Background: an optimization exercise with open tools, aiming at small area. Do not read the settings as production practice.
Only simulation tests tie the RTL to the original design; equivalence was not proved. The clock port is modelled as an ideal driver; clocking choices that lean on that would not hold on a real chip.

// mnist_frame_binarizer
module mnist_frame_binarizer
(
    input  logic                  clk,
    input  logic                  rst_n,
    input  logic                  in_valid,
    output logic                  in_ready,
    input  logic [mnist_frame_binarizer_pkg::PIX_W-1:0] in_pixel,
    input  logic                  in_last,
    output logic                  out_valid,
    input  logic                  out_ready,
    output logic [mnist_frame_binarizer_pkg::NET_INPUTS-1:0] out_frame,
    output logic                  frame_err
    ,
    output logic [7:0]            err_cnt
);
Settings: LEC_CHECK=0, CAP_MARGIN=0, CORE_MARGIN=2, CORE_UTILIZATION=70, CTS_BUF_LIST=sky130_fd_sc_hd__clkbuf_16, CTS_CLUSTER_DIAMETER=200, CTS_CLUSTER_SIZE=33, SLEW_MARGIN=0; clock period 6.5 ns.
standard.sh (not shown) runs the stock make flow with config.mk's settings and CLKGATE_MAP_FILE= SYNTH_SCRIPT=/design/flow/synth_recipe.tcl, a recipe that flattens the netlist after the stock synthesis.
==> flow/flow/run.sh <==
#!/bin/bash
# Standard layout with these changes:
#  - the combinational logic of the standard synthesis is re-mapped for area
#    (flip-flops untouched), before floorplanning;
#  - every input and output port gets the smallest buffer;
set -euo pipefail
here=$(pwd)
export BUFFER_PORTS_ARGS="-buffer_cell sky130_fd_sc_hd__buf_1"
# The standard clock tree settings, without dummy loads on the leaf nets.
export CTS_ARGS="-sink_clustering_enable -repair_clock_nets -sink_clustering_size 33 -sink_clustering_max_diameter 200 -buf_list sky130_fd_sc_hd__clkbuf_16 -dont_use_dummy_load"
R=$here/orfs/results/$FLOW_PLATFORM/mnist_frame_binarizer/base
LIB=$FLOW_HOME/platforms/sky130hd/lib/sky130_fd_sc_hd__tt_025C_1v80.lib

bash standard.sh synth > synth.log 2>&1

# Cells the flow may not use, as the standard synthesis passed them to abc.
DU=$(grep -o -- "-dont_use [A-Za-z0-9_]*" orfs/logs/$FLOW_PLATFORM/mnist_frame_binarizer/base/1_2_yosys.log | sort -u | tr '\n' ' ')
cp $R/1_2_yosys.v std_synth.v
sed -e "s#@LIB@#$LIB#g" -e "s#@IN@#$here/std_synth.v#" -e "s#@TOP@#$FLOW_TOP#" \
    -e "s#@DONTUSE@#$DU#" -e "s#@SCRIPT@#$here/flow/area.abc#" -e "s#@OUT@#$here/resyn_all.v#" \
    flow/resyn.ys.in > resyn.ys
yosys -l resyn.log resyn.ys > /dev/null 2>&1
# Keep only the top module (the file also holds the cell models yosys read).
awk -v top="$FLOW_TOP" '$1=="module"{keep=($2 ~ "^"top"[ (]")} keep{print} $1=="endmodule"{keep=0}' resyn_all.v > resyn.v
grep -q "^module $FLOW_TOP" resyn.v
cp resyn.v $R/1_2_yosys.v
touch $R/1_2_yosys.v

bash standard.sh finish > standard.log 2>&1
==> flow/flow/area.abc <==
strash
dc2
dch -f
amap
topo
==> flow/flow/resyn.ys.in <==
# Re-map the combinational logic of the standard synthesis for area. The
# flip-flops are kept as they are (same cells, same instance names).
read_liberty -ignore_miss_func @LIB@
read_verilog @IN@
hierarchy -top @TOP@
setattr -mod -set keep_hierarchy 1 sky130_fd_sc_hd__df* sky130_fd_sc_hd__edf* sky130_fd_sc_hd__sdf* sky130_fd_sc_hd__dl* sky130_fd_sc_hd__sedf*
flatten
opt -purge
abc -liberty @LIB@ @DONTUSE@ -script @SCRIPT@
# left out here: clean up, clear keep_hierarchy
stat -liberty @LIB@
write_verilog -noattr -noexpr -nohex -nodec @OUT@
The first run finished with timing, DRC and antenna clean.
Rerun with:
--- a/flow/flow/run.sh
+++ b/flow/flow/run.sh
@@ -9,3 +9,3 @@
 # The standard clock tree settings, without dummy loads on the leaf nets.
-export CTS_ARGS="-sink_clustering_enable -repair_clock_nets -sink_clustering_size 33 -sink_clustering_max_diameter 200 -buf_list sky130_fd_sc_hd__clkbuf_16 -dont_use_dummy_load"
+export CTS_ARGS="-sink_clustering_enable -repair_clock_nets -sink_clustering_size 34 -sink_clustering_max_diameter 200 -buf_list sky130_fd_sc_hd__clkbuf_16 -dont_use_dummy_load"
 R=$here/orfs/results/$FLOW_PLATFORM/mnist_frame_binarizer/base
CORE_UTILIZATION = 80   (was 70)
CTS_CLUSTER_SIZE = 34   (was 33)
The new run failed in detailed placement. Area after synthesis is unchanged. Synthesized cell count does not change.


== run A ==
mnist_frame_binarizer again, from the RTL that the note above started with.
clock: 6.5 ns
lec_check: 0
cap_margin: 0
core_margin: 2
core_utilization: 70
cts_buf_list: sky130_fd_sc_hd__clkbuf_16
cts_cluster_diameter: 200
cts_cluster_size: 34
slew_margin: 0
==> flow/flow/run.sh <==
#!/bin/bash
# Standard layout with these changes:
#  - the combinational logic of the standard synthesis is re-mapped for area
#    (flip-flops untouched), before floorplanning;
#  - every input and output port gets the smallest buffer;
set -euo pipefail
here=$(pwd)
export BUFFER_PORTS_ARGS="-buffer_cell sky130_fd_sc_hd__buf_1"
# The standard clock tree settings, without dummy loads on the leaf nets.
export CTS_ARGS="-sink_clustering_enable -repair_clock_nets -sink_clustering_size 34 -sink_clustering_max_diameter 200 -buf_list sky130_fd_sc_hd__clkbuf_16 -dont_use_dummy_load"
R=$here/orfs/results/$FLOW_PLATFORM/mnist_frame_binarizer/base
LIB=$FLOW_HOME/platforms/sky130hd/lib/sky130_fd_sc_hd__tt_025C_1v80.lib

bash standard.sh synth > synth.log 2>&1

# Cells the flow may not use, as the standard synthesis passed them to abc.
DU=$(grep -o -- "-dont_use [A-Za-z0-9_]*" orfs/logs/$FLOW_PLATFORM/mnist_frame_binarizer/base/1_2_yosys.log | sort -u | tr '\n' ' ')
cp $R/1_2_yosys.v std_synth.v
sed -e "s#@LIB@#$LIB#g" -e "s#@IN@#$here/std_synth.v#" -e "s#@TOP@#$FLOW_TOP#" \
    -e "s#@DONTUSE@#$DU#" -e "s#@SCRIPT@#$here/flow/area.abc#" -e "s#@OUT@#$here/resyn_all.v#" \
    flow/resyn.ys.in > resyn.ys
yosys -l resyn.log resyn.ys > /dev/null 2>&1
# Keep only the top module (the file also holds the cell models yosys read).
awk -v top="$FLOW_TOP" '$1=="module"{keep=($2 ~ "^"top"[ (]")} keep{print} $1=="endmodule"{keep=0}' resyn_all.v > resyn.v
grep -q "^module $FLOW_TOP" resyn.v
cp resyn.v $R/1_2_yosys.v
touch $R/1_2_yosys.v

bash standard.sh finish > standard.log 2>&1
Scripts as last shown in full above: flow/flow/area.abc, flow/flow/resyn.ys.in
## Diff of input files: run B against run A
Settings: CTS_CLUSTER_SIZE now 33, was 34; CORE_UTILIZATION now 75, was 70.
--- a/flow/flow/run.sh
+++ b/flow/flow/run.sh
@@ -5,2 +5,4 @@
 #  - every input and output port gets the smallest buffer;
+#  - the placement-stage repair may use only small buffers and inverters;
+#  - the clock tree has no dummy loads.
 set -euo pipefail
@@ -8,4 +10,6 @@
 export BUFFER_PORTS_ARGS="-buffer_cell sky130_fd_sc_hd__buf_1"
+export PRE_GLOBAL_PLACE_TCL=$here/flow/small_bufs.tcl
+export PRE_RESIZE_TCL=$here/flow/small_bufs.tcl
 # The standard clock tree settings, without dummy loads on the leaf nets.
-export CTS_ARGS="-sink_clustering_enable -repair_clock_nets -sink_clustering_size 34 -sink_clustering_max_diameter 200 -buf_list sky130_fd_sc_hd__clkbuf_16 -dont_use_dummy_load"
+export CTS_ARGS="-sink_clustering_enable -repair_clock_nets -sink_clustering_size 33 -sink_clustering_max_diameter 200 -buf_list sky130_fd_sc_hd__clkbuf_16 -dont_use_dummy_load"
 R=$here/orfs/results/$FLOW_PLATFORM/mnist_frame_binarizer/base
==> flow/flow/area.abc <==
&get -n
&deepsyn -T 20 -S 1
&put
dch -f
amap
==> flow/flow/small_bufs.tcl (new file) <==
# Keep the repair of the two 400-load enable nets to small buffers: the
# timing has slack to spare and a tree of small buffers takes less area.
set_dont_use {
  sky130_fd_sc_hd__buf_6 sky130_fd_sc_hd__buf_8 sky130_fd_sc_hd__buf_12 sky130_fd_sc_hd__buf_16
  sky130_fd_sc_hd__bufinv_8 sky130_fd_sc_hd__bufinv_16 sky130_fd_sc_hd__bufbuf_8 sky130_fd_sc_hd__bufbuf_16
  sky130_fd_sc_hd__clkbuf_8 sky130_fd_sc_hd__clkbuf_16
  sky130_fd_sc_hd__inv_8 sky130_fd_sc_hd__inv_12 sky130_fd_sc_hd__inv_16
  sky130_fd_sc_hd__clkinv_8 sky130_fd_sc_hd__clkinv_16
}
==> notes.md <==
- The higher mean post-synth cell area of run A and run B is in run B.
- Run A has higher number of nets produced by synthesis than run B.
- Compared with run A, run B shows sum of net half-perimeters after detailed placement that has gone up by a little under 10%.
- Diff run A..run B | synthesized area | negligible
- From run A to run B, number of buffers created by CTS did not move at all.
- Compared with run A, run B shows a lower die height.
- Between run A and run B, the synthesized cell count is higher for run A.
- Lower post-placement worst setup slack among run A and run B: run B
- On placed standard-cell area, run A and run B are basically level.
- Run B did not finish: a tool error stopped it during clock tree synthesis (4_1_cts).
- Compared with run A, run B shows a effective utilization at floorplan that is 5.7 points higher.
- Compared with run A, run B shows a lower width of the chip.

## afterwards: timing with drivers on the ports
The results above use ideal ports. As a check the final layouts listed here were re-extracted and re-timed, cells and wires unchanged.
Step 1, drivers: a clkbuf_16 drives clk and a buf_2 each remaining input, both assumed.
Step 2 adds t to the input delays and takes it off the output delays; t is the mean of the earliest and latest rising clock arrival at the registers after step 1. Input paths then give back, and output paths get back, about the clock's delay inside the block.
Slacks: ideal / step 1 / step 2; pairs: ideal / step 1.
run	shift t [ns]	setup slack, ns	hold WS [ns]
the first run of note 1	0.626	3.196 / 3.196 / 2.613	0.449 / 0.449 / 0.449
run A	0.612	3.181 / 3.181 / 2.648	0.379 / 0.379 / 0.379
After both steps setup and hold are still met in every run listed. The setup slack of the first run of note 1, which loses most, moves by 0.000 ns with the drivers and by -0.583 ns with both steps.
